Context: an optimization exercise on an open-source flow, tuned for small area, a short achievable clock period and few clock cycles per item. The choices shown serve that exercise and are no tape-out recipe.
Where RTL was checked, it was by simulation tests only, not by an equivalence proof against the original.

==> 04-25 <==
// conv_stream_mac
module conv_stream_mac
#(
    parameter int DATA_W = 8,
    parameter int KSIZE  = 4,
    parameter int OUT_W  = 16
) (
    input  logic                          clk,
    input  logic                          rst,
    input  logic                          k_valid,
    output logic                          k_ready,
    input  logic [DATA_W-1:0]             k_data,
    input  logic                          in_valid,
    output logic                          in_ready,
    input  logic [KSIZE*KSIZE*DATA_W-1:0] in_window,
    input  logic                          relu_en,
    output logic                          out_valid,
    input  logic                          out_ready,
    output logic [OUT_W-1:0]              out_data,
    output logic                          out_neg,
    output logic                          kernel_ok
);
    logic [3:0]   cnt;
    logic [10:0]  kneg;
    logic [191:0] kern;
    logic         k_fire, in_fire, deliver;
    logic [2:0]   pending;
    logic         full;
    logic         kpend;
    logic [287:0] cs1;
    logic [69:0] cs2;
    logic [32:0] cs3;
    logic [3:1] pv;
    assign deliver  = out_valid && out_ready;
  ...
export LEC_CHECK = 0
export ABC_AREA = 1
export CAP_MARGIN = 20
export CORE_MARGIN = 2
export CORE_UTILIZATION = 60
export SETUP_SLACK_MARGIN = 2.9
export SLEW_MARGIN = 20
export SYNTH_HIERARCHICAL = 1
create_clock -name core_clock -period 5.5 [get_ports {clk}]
standard.sh (not shown) runs the stock make flow with config.mk's settings and CLKGATE_MAP_FILE= SYNTH_SCRIPT=/design/flow/synth_recipe.tcl, a recipe that flattens the netlist after the stock synthesis.
==> flow/flow/run.sh <==
#!/bin/bash
# Standard layout, but the port buffers are buf_2 cells instead of the
# default choice (a slow delay buffer), so inputs and outputs are not slowed.
set -euo pipefail
export BUFFER_PORTS_ARGS="-buffer_cell sky130_fd_sc_hd__buf_2"
bash standard.sh > standard_flow.log 2>&1
==> inputs of 04-11, as changes to 04-25 <==
--- a/flow/design.v
+++ b/flow/design.v
@@ -65,11 +65,11 @@
     logic [69:0] cs2;
     logic [32:0] cs3;
     logic [3:1] pv;
     assign deliver  = out_valid && out_ready;
     assign k_ready  = !kernel_ok || kpend;
-    assign in_ready = kernel_ok && !kpend && (!full || out_ready);
+    assign in_ready = kernel_ok && !kpend && !full;
     assign k_fire   = k_valid && k_ready;
     assign in_fire  = in_valid && in_ready;
     always_ff @(posedge clk or posedge rst) begin
         if (rst) begin
             kpend <= 1'b0;
@@ -97,11 +97,11 @@
         if (rst) begin
             pending <= '0;
             full    <= 1'b0;
         end else if (in_fire != deliver) begin
             pending <= in_fire ? pending + 1'b1 : pending - 1'b1;
-            full    <= in_fire ? (pending == 3'd3) : 1'b0;
+            full    <= in_fire ? (pending == 3'd4) : 1'b0;
         end
     end
     always_ff @(posedge clk or posedge rst) begin
         if (rst) begin
             pv <= '0;
@@ -1834,36 +1834,40 @@
     assign sum   = row_a + row_b;
     assign neg   = sum[19];
     assign ovf   = !((&sum[19:15]) || !(|sum[19:15]));
     assign res   = (relu_en && neg) ? 16'h0000 :
                    ovf ? (neg ? 16'h8000 : 16'h7fff) : sum[15:0];
-    logic [3:0] qv;
+    logic [4:0] qv;
     logic [16:0] q1;
     logic [16:0] q2;
     logic [16:0] q3;
+    logic [16:0] q4;
     assign out_valid = qv[0];
     always_ff @(posedge clk or posedge rst) begin
         if (rst) begin
             qv <= '0;
         end else if (deliver) begin
-            qv <= {1'b0, qv[3:1]} | ({qv[3:1], 1'b1} & ~{1'b1, qv[3:1]} & {4{pv[3]}});
+            qv <= {1'b0, qv[4:1]} | ({qv[4:1], 1'b1} & ~{1'b1, qv[4:1]} & {5{pv[3]}});
         end else begin
-            qv <= qv | ({qv[2:0], 1'b1} & ~qv & {4{pv[3]}});
+            qv <= qv | ({qv[3:0], 1'b1} & ~qv & {5{pv[3]}});
         end
     end
     always_ff @(posedge clk) begin
         if (deliver) begin
             if (qv[1]) {out_neg, out_data} <= q1;
             else if (qv[0] && pv[3]) {out_neg, out_data} <= {neg, res};
             if (qv[2]) q1 <= q2;
             else if (qv[1] && pv[3]) q1 <= {neg, res};
             if (qv[3]) q2 <= q3;
             else if (qv[2] && pv[3]) q2 <= {neg, res};
-            if (qv[3] && pv[3]) q3 <= {neg, res};
+            if (qv[4]) q3 <= q4;
+            else if (qv[3] && pv[3]) q3 <= {neg, res};
+            if (qv[4] && pv[3]) q4 <= {neg, res};
         end else begin
             if (!qv[0] && 1'b1 && pv[3]) {out_neg, out_data} <= {neg, res};
             if (!qv[1] && qv[0] && pv[3]) q1 <= {neg, res};
             if (!qv[2] && qv[1] && pv[3]) q2 <= {neg, res};
             if (!qv[3] && qv[2] && pv[3]) q3 <= {neg, res};
+            if (!qv[4] && qv[3] && pv[3]) q4 <= {neg, res};
         end
     end
 endmodule
==> flow/run.sh (new file) <==
#!/bin/bash
# synth_recipe.tcl (not shown) runs the flow's synth.tcl, then flattens the netlist and writes it again
# the make line also repeats each setting of config.mk as NAME=value (left out here)
make -C /OpenROAD-flow-scripts/flow DESIGN_CONFIG=/design/flow/config.mk WORK_HOME=/design/flow/orfs CLKGATE_MAP_FILE= SYNTH_SCRIPT=/design/flow/synth_recipe.tcl finish
--- a/flow/config.mk
+++ b/flow/config.mk
@@ -6,9 +6,9 @@
 export NUM_CORES = 4
 export LEC_CHECK = 0
 export ABC_AREA = 1
 export CAP_MARGIN = 20
 export CORE_MARGIN = 2
-export CORE_UTILIZATION = 60
-export SETUP_SLACK_MARGIN = 2.9
+export CORE_UTILIZATION = 40
+export SETUP_SLACK_MARGIN = 2.6
 export SLEW_MARGIN = 20
 export SYNTH_HIERARCHICAL = 1
removed: flow/flow/run.sh
removed: flow/standard.sh
==> inputs of 12-02, as changes to 04-25 <==
--- a/flow/design.v
+++ b/flow/design.v
@@ -65,11 +65,11 @@
     logic [69:0] cs2;
     logic [32:0] cs3;
     logic [3:1] pv;
     assign deliver  = out_valid && out_ready;
     assign k_ready  = !kernel_ok || kpend;
-    assign in_ready = kernel_ok && !kpend && (!full || out_ready);
+    assign in_ready = kernel_ok && !kpend && !full;
     assign k_fire   = k_valid && k_ready;
     assign in_fire  = in_valid && in_ready;
     always_ff @(posedge clk or posedge rst) begin
         if (rst) begin
             kpend <= 1'b0;
@@ -97,11 +97,11 @@
         if (rst) begin
             pending <= '0;
             full    <= 1'b0;
         end else if (in_fire != deliver) begin
             pending <= in_fire ? pending + 1'b1 : pending - 1'b1;
-            full    <= in_fire ? (pending == 3'd3) : 1'b0;
+            full    <= in_fire ? (pending == 3'd4) : 1'b0;
         end
     end
     always_ff @(posedge clk or posedge rst) begin
         if (rst) begin
             pv <= '0;
@@ -1834,36 +1834,40 @@
     assign sum   = row_a + row_b;
     assign neg   = sum[19];
     assign ovf   = !((&sum[19:15]) || !(|sum[19:15]));
     assign res   = (relu_en && neg) ? 16'h0000 :
                    ovf ? (neg ? 16'h8000 : 16'h7fff) : sum[15:0];
-    logic [3:0] qv;
+    logic [4:0] qv;
     logic [16:0] q1;
     logic [16:0] q2;
     logic [16:0] q3;
+    logic [16:0] q4;
     assign out_valid = qv[0];
     always_ff @(posedge clk or posedge rst) begin
         if (rst) begin
             qv <= '0;
         end else if (deliver) begin
-            qv <= {1'b0, qv[3:1]} | ({qv[3:1], 1'b1} & ~{1'b1, qv[3:1]} & {4{pv[3]}});
+            qv <= {1'b0, qv[4:1]} | ({qv[4:1], 1'b1} & ~{1'b1, qv[4:1]} & {5{pv[3]}});
         end else begin
-            qv <= qv | ({qv[2:0], 1'b1} & ~qv & {4{pv[3]}});
+            qv <= qv | ({qv[3:0], 1'b1} & ~qv & {5{pv[3]}});
         end
     end
     always_ff @(posedge clk) begin
         if (deliver) begin
             if (qv[1]) {out_neg, out_data} <= q1;
             else if (qv[0] && pv[3]) {out_neg, out_data} <= {neg, res};
             if (qv[2]) q1 <= q2;
             else if (qv[1] && pv[3]) q1 <= {neg, res};
             if (qv[3]) q2 <= q3;
             else if (qv[2] && pv[3]) q2 <= {neg, res};
-            if (qv[3] && pv[3]) q3 <= {neg, res};
+            if (qv[4]) q3 <= q4;
+            else if (qv[3] && pv[3]) q3 <= {neg, res};
+            if (qv[4] && pv[3]) q4 <= {neg, res};
         end else begin
             if (!qv[0] && 1'b1 && pv[3]) {out_neg, out_data} <= {neg, res};
             if (!qv[1] && qv[0] && pv[3]) q1 <= {neg, res};
             if (!qv[2] && qv[1] && pv[3]) q2 <= {neg, res};
             if (!qv[3] && qv[2] && pv[3]) q3 <= {neg, res};
+            if (!qv[4] && qv[3] && pv[3]) q4 <= {neg, res};
         end
     end
 endmodule
--- a/flow/config.mk
+++ b/flow/config.mk
@@ -6,9 +6,9 @@
 export NUM_CORES = 4
 export LEC_CHECK = 0
 export ABC_AREA = 1
 export CAP_MARGIN = 20
 export CORE_MARGIN = 2
-export CORE_UTILIZATION = 60
+export CORE_UTILIZATION = 40
 export SETUP_SLACK_MARGIN = 2.9
 export SLEW_MARGIN = 20
 export SYNTH_HIERARCHICAL = 1
==> metrics.md <==
| Metric | Value |
|---|---|
| Status | `timing/DRC/antenna clean` |
| Tap cells | `864` |
| Reg2reg end | `cs2[34]` |
| CP Data Arrival Time | `3100 ps` |
| Number of antenna diodes | `0` |
(the above is from 04-25)
==> metrics.md <==
| Metric | Value |
|---|---|
| # Post-CTS Setup Buffers | `1` |
| Reg2reg end | `cs2[40]` |
| Tap cells | `1357` |
| CP Data Arrival Time | `3400 ps` |
| Pins Over Slew Limit | `0` |
| Number of antenna diodes | `1` |
| Status | `timing/DRC/antenna clean` |
(the above is from 04-11)
==> metrics.md <==
| Metric | Value |
|---|---|
| CP Data Arrival Time | `3150 ps` |
| Status | `timing/DRC/antenna clean` |
| Number of antenna diodes | `0` |
| Tap cells | `1357` |
(the above is from 12-02)
Testbench counts of 04-11, summed over its fixed seeds: cycles 7,632, items 7,200.
Testbench counts of 12-02, summed over its fixed seeds: cycles 7,632, items 7,200.
Function not checked in 04-25: the RTL went through the layout flow alone.

==> onyx: inputs <==
conv_stream_mac, a different RTL version from the one above (not shown whole).
==> flow/design.v (excerpt) <==
module conv_stream_mac
#(
    parameter int DATA_W = 8,
    parameter int KSIZE  = 4,
    parameter int OUT_W  = 16
) (
    input  logic                          clk,
    input  logic                          rst,
    input  logic                          k_valid,
    output logic                          k_ready,
    input  logic [DATA_W-1:0]             k_data,
    input  logic                          in_valid,
    output logic                          in_ready,
    input  logic [KSIZE*KSIZE*DATA_W-1:0] in_window,
    input  logic                          relu_en,
    output logic                          out_valid,
    input  logic                          out_ready,
    output logic [OUT_W-1:0]              out_data,
    output logic                          out_neg,
    output logic                          kernel_ok
);
Settings: LEC_CHECK=0, ABC_AREA=1, CAP_MARGIN=20, CORE_MARGIN=2, CORE_UTILIZATION=60, SETUP_SLACK_MARGIN=2.7, SLEW_MARGIN=20, SYNTH_HIERARCHICAL=1; clock period 5.5 ns.
==> flow/flow/run.sh <==
#!/bin/bash
# Standard layout with two changes: the port buffers are buf_2 cells instead
# of the default choice (a slow delay buffer), and clock tree synthesis builds
# the tree from clkbuf_8 cells without dummy loads.
set -euo pipefail
export BUFFER_PORTS_ARGS="-buffer_cell sky130_fd_sc_hd__buf_2"
export CTS_ARGS="-sink_clustering_enable -repair_clock_nets -dont_use_dummy_load -buf_list sky130_fd_sc_hd__clkbuf_8"
bash standard.sh > standard_flow.log 2>&1
==> yarrow (differences from onyx) <==
- CORE_UTILIZATION: 60 -> 70
==> violet (differences from onyx) <==
==> flow/flow/run.sh (replaced) <==
#!/bin/bash
# Standard layout with two changes: the port buffers are buf_2 cells instead
# of the default choice (a slow delay buffer), and clock tree synthesis builds
# the tree from clkbuf_8 cells without dummy loads, up to 14 flip-flops per leaf buffer.
set -euo pipefail
export BUFFER_PORTS_ARGS="-buffer_cell sky130_fd_sc_hd__buf_2"
export CTS_ARGS="-sink_clustering_enable -repair_clock_nets -dont_use_dummy_load -buf_list sky130_fd_sc_hd__clkbuf_8 -sink_clustering_size 14 -sink_clustering_max_diameter 80"
bash standard.sh > standard_flow.log 2>&1
- SETUP_SLACK_MARGIN: 2.7 -> 2.6
==> tundra (differences from onyx) <==
- SETUP_SLACK_MARGIN: 2.7 -> 3.0
==> run notes <==
| quantity | tundra | violet | onyx | yarrow |
|---|---|---|---|---|
| Run status | timing/DRC/antenna clean | timing/DRC/antenna clean | timing/DRC/antenna clean | timing/DRC/antenna clean |
| Met2 Routed Length | 57.9 mm | 55.7 mm | 56.1 mm | 54.7 mm |
| Worst path buffer plus inverter count | 0 | 2 | 2 | 1 |
| Total die area | 0.0675 mm² | 0.0675 mm² | 0.0675 mm² | 0.0580 mm² |
| Setup crit start | cs1[181] | cnt[0] | kpend | kern[22] |
| Area delta synth->final | 16.6% | 6.45% | 8.46% | 8.17% |
| Met3 GRT Util | 0.0660 | 0.0505 | 0.0694 | 0.0920 |
| First-pass GRT wire length | 179 mm | 172 mm | 173 mm | 174 mm |
| Antenna violations before repair | 2 | 1 | 2 | 3 |
| Shortest clock period the worst path allows after layout | 2.58 ns | 2.84 ns | 2.70 ns | 2.77 ns |
| Non-CTS buffers | 241 | 169 | 171 | 181 |
| Die extent in x | 260 µm | 260 µm | 260 µm | 241 µm |
| Routed wl met3 | 10.7 mm | 9.53 mm | 9.70 mm | 12.6 mm |
| Inserted tap cell count | 855 | 855 | 855 | 748 |
| Multi-input comb cells | 2,137 | 2,136 | 2,136 | 2,136 |
| Post-detailed-routing wire length | 123 mm | 117 mm | 118 mm | 119 mm |
| Smallest hold slack | 0.275 ns | 0.338 ns | 0.317 ns | 0.314 ns |
Testbench counts of onyx, summed over its fixed seeds: cycles 7,632, items 7,200.
Testbench counts of yarrow, summed over its fixed seeds: cycles 7,632, items 7,200.
Testbench counts of violet, summed over its fixed seeds: cycles 7,632, items 7,200.
Testbench counts of tundra, summed over its fixed seeds: cycles 7,632, items 7,200.

==> job 1274 <==
Another version of the RTL of conv_stream_mac (not shown whole).
clock: 5.5 ns
lec_check: 0
abc_area: 1
cap_margin: 20
core_margin: 2
core_utilization: 40
setup_slack_margin: 2.6
slew_margin: 20
synth_hierarchical: 1
run.sh (not shown) runs the stock make flow with config.mk's settings and CLKGATE_MAP_FILE= SYNTH_SCRIPT=/design/flow/synth_recipe.tcl, a recipe that flattens the netlist after the stock synthesis.
Stock flow here: none of the scripts above is used.
==> job 6357 (differences from job 1274) <==
--- a/flow/design.v
+++ b/flow/design.v
@@ -64,13 +64,13 @@
     logic [287:0] cs1;
     logic [69:0] cs2;
     logic [32:0] cs3;
     logic [3:1] pv;
     assign deliver  = out_valid && out_ready;
     assign k_ready  = !kernel_ok || kpend;
-    assign in_ready = kernel_ok && !kpend && !full;
+    assign in_ready = kernel_ok && !kpend && (!full || out_ready);
     assign k_fire   = k_valid && k_ready;
     assign in_fire  = in_valid && in_ready;
     always_ff @(posedge clk or posedge rst) begin
         if (rst) begin
             kpend <= 1'b0;
         end else begin
@@ -96,13 +96,13 @@
     always_ff @(posedge clk or posedge rst) begin
         if (rst) begin
             pending <= '0;
             full    <= 1'b0;
         end else if (in_fire != deliver) begin
             pending <= in_fire ? pending + 1'b1 : pending - 1'b1;
-            full    <= in_fire ? (pending == 3'd4) : 1'b0;
+            full    <= in_fire ? (pending == 3'd3) : 1'b0;
         end
     end
     always_ff @(posedge clk or posedge rst) begin
         if (rst) begin
             pv <= '0;
         end else begin
@@ -1833,41 +1833,37 @@
     assign row_b = {1'b0, cs3[32], cs3[30], cs3[28], cs3[26], cs3[24], cs3[22], cs3[20], cs3[18], cs3[16], cs3[14], cs3[12], cs3[10], 1'b0, cs3[7], cs3[5], 1'b0, 1'b0, 1'b0, 1'b0};
     assign sum   = row_a + row_b;
     assign neg   = sum[19];
     assign ovf   = !((&sum[19:15]) || !(|sum[19:15]));
     assign res   = (relu_en && neg) ? 16'h0000 :
                    ovf ? (neg ? 16'h8000 : 16'h7fff) : sum[15:0];
-    logic [4:0] qv;
+    logic [3:0] qv;
     logic [16:0] q1;
     logic [16:0] q2;
     logic [16:0] q3;
-    logic [16:0] q4;
     assign out_valid = qv[0];
     always_ff @(posedge clk or posedge rst) begin
         if (rst) begin
             qv <= '0;
         end else if (deliver) begin
-            qv <= {1'b0, qv[4:1]} | ({qv[4:1], 1'b1} & ~{1'b1, qv[4:1]} & {5{pv[3]}});
+            qv <= {1'b0, qv[3:1]} | ({qv[3:1], 1'b1} & ~{1'b1, qv[3:1]} & {4{pv[3]}});
         end else begin
-            qv <= qv | ({qv[3:0], 1'b1} & ~qv & {5{pv[3]}});
+            qv <= qv | ({qv[2:0], 1'b1} & ~qv & {4{pv[3]}});
         end
     end
     always_ff @(posedge clk) begin
         if (deliver) begin
             if (qv[1]) {out_neg, out_data} <= q1;
             else if (qv[0] && pv[3]) {out_neg, out_data} <= {neg, res};
             if (qv[2]) q1 <= q2;
             else if (qv[1] && pv[3]) q1 <= {neg, res};
             if (qv[3]) q2 <= q3;
             else if (qv[2] && pv[3]) q2 <= {neg, res};
-            if (qv[4]) q3 <= q4;
-            else if (qv[3] && pv[3]) q3 <= {neg, res};
-            if (qv[4] && pv[3]) q4 <= {neg, res};
+            if (qv[3] && pv[3]) q3 <= {neg, res};
         end else begin
             if (!qv[0] && 1'b1 && pv[3]) {out_neg, out_data} <= {neg, res};
             if (!qv[1] && qv[0] && pv[3]) q1 <= {neg, res};
             if (!qv[2] && qv[1] && pv[3]) q2 <= {neg, res};
             if (!qv[3] && qv[2] && pv[3]) q3 <= {neg, res};
-            if (!qv[4] && qv[3] && pv[3]) q4 <= {neg, res};
         end
     end
 endmodule
==> flow/flow/run.sh (new file) <==
#!/bin/bash
# Standard layout, but the port buffers are buf_2 cells instead of the
# default choice (a slow delay buffer), so inputs and outputs are not slowed.
set -euo pipefail
export BUFFER_PORTS_ARGS="-buffer_cell sky130_fd_sc_hd__buf_2"
bash standard.sh > standard_flow.log 2>&1
==> flow/standard.sh (new file) <==
#!/bin/bash
# synth_recipe.tcl (not shown) runs the flow's synth.tcl, then flattens the netlist and writes it again
# the make line also repeats each setting of config.mk as NAME=value (left out here)
make -C /OpenROAD-flow-scripts/flow DESIGN_CONFIG=/design/flow/config.mk WORK_HOME=/design/flow/orfs CLKGATE_MAP_FILE= SYNTH_SCRIPT=/design/flow/synth_recipe.tcl "${@:-finish}"
CORE_UTILIZATION = 60   (was 40)
SETUP_SLACK_MARGIN = 2.9   (was 2.6)
removed: flow/run.sh
==> impl_metrics.py <==
metrics = {
    "run_status": {
        "status": "timing/DRC/antenna clean",
    },
    "worst_setup_path": {
        "cp_slowest_cell": "clkdlybuf4s50_1",
        "r2r_start": "kern[17]",
        "reg2reg_depth": 7,
        "r2r_slack_ns": 2.72,
    },
    "routing": {
        "wl_met2_mm": 60.6,
        "dr_wl_met3_mm": 7.14,
    },
    "grt": {
        "grt_use_met2_pct": 40.4,
    },
    "timing": {
        "tightest_slew_ns": 0.684,
    },
    "synthesis": {
        "ys_types": 40,
        "synth_edf_count": 224,
        "ys_top_cells_by_area": "fa_1 28%, dfxtp_1 19%, edfxtp_1 17%",
    },
    "floorplanning": {
        "core-area_sq_um": 99900,
    },
    "cells_and_area": {
        "final_cell_mix": "558 x fa_1, 414 x xor2_1, 404 x nand2_1",
    },
}
The numbers above come from job 1274.

==> impl_metrics.py <==
metrics = {
    "routing": {
        "wl_met2_mm": 58.7,
        "dr_wl_met3_mm": 9.93,
    },
    "synthesis": {
        "ys_top_cells_by_area": "fa_1 29%, dfxtp_1 20%, edfxtp_1 16%",
        "synth_edf_count": 207,
        "ys_types": 39,
    },
    "floorplanning": {
        "core-area_sq_um": 64500,
    },
    "worst_setup_path": {
        "r2r_start": "cs1[68]",
        "cp_slowest_cell": "fa_2",
        "r2r_slack_ns": 2.88,
    },
    "run_status": {
        "status": "timing/DRC/antenna clean",
    },
    "timing": {
        "tightest_slew_ns": 1.06,
    },
    "grt": {
        "grt_use_met2_pct": 58.5,
    },
    "cells_and_area": {
        "final_cell_mix": "519 x fa_1, 382 x nand2_1, 380 x xor2_1",
    },
}
The numbers above come from job 6357.

No run of this note included a check of the RTL's function; only the layout flow was run.

-- port drivers added, routing unchanged --
No port has a modelled driver above. Below, the same layouts with a new extraction and two added sets of constraints.
Step 1 assumes that a clkbuf_16 drives the clock port and a buf_2 every other input.
Step 2 also shifts input and output timing later by t, the mid clock arrival at the registers, as if the neighbouring blocks saw the same clock.
Slacks: no drivers / after step 1 / after step 2; pairs: no drivers / after step 1.
run | t (ns) | setup slack, ns | worst setup path after step 2 | worst register clock-pin slew, ns
04-25 | 0.686 | 2.885 / 2.833 / 2.238 | input to register | 0.07 / 0.07
04-11 | 0.712 | 2.617 / 2.621 / 1.914 | input to register | 0.07 / 0.07
12-02 | 0.723 | 2.878 / 2.878 / 2.285 | input to register | 0.06 / 0.06
onyx | 0.771 | 2.800 / 2.732 / 2.188 | input to register | 0.06 / 0.06
yarrow | 0.763 | 2.732 / 2.732 / 2.096 | input to register | 0.07 / 0.07
violet | 0.749 | 2.663 / 2.663 / 2.166 | input to register | 0.11 / 0.11
tundra | 0.762 | 2.918 / 2.880 / 2.289 | input to register | 0.07 / 0.07
job 1274 | 0.709 | 2.625 / 2.619 / 1.910 | input to register | 0.07 / 0.07
job 6357 | 0.683 | 2.876 / 2.870 / 2.294 | input to register | 0.07 / 0.07
After both steps setup and hold are still met in every run listed. The setup slack of job 1274, which loses most, moves by -0.006 ns with the drivers and by -0.715 ns with both steps.
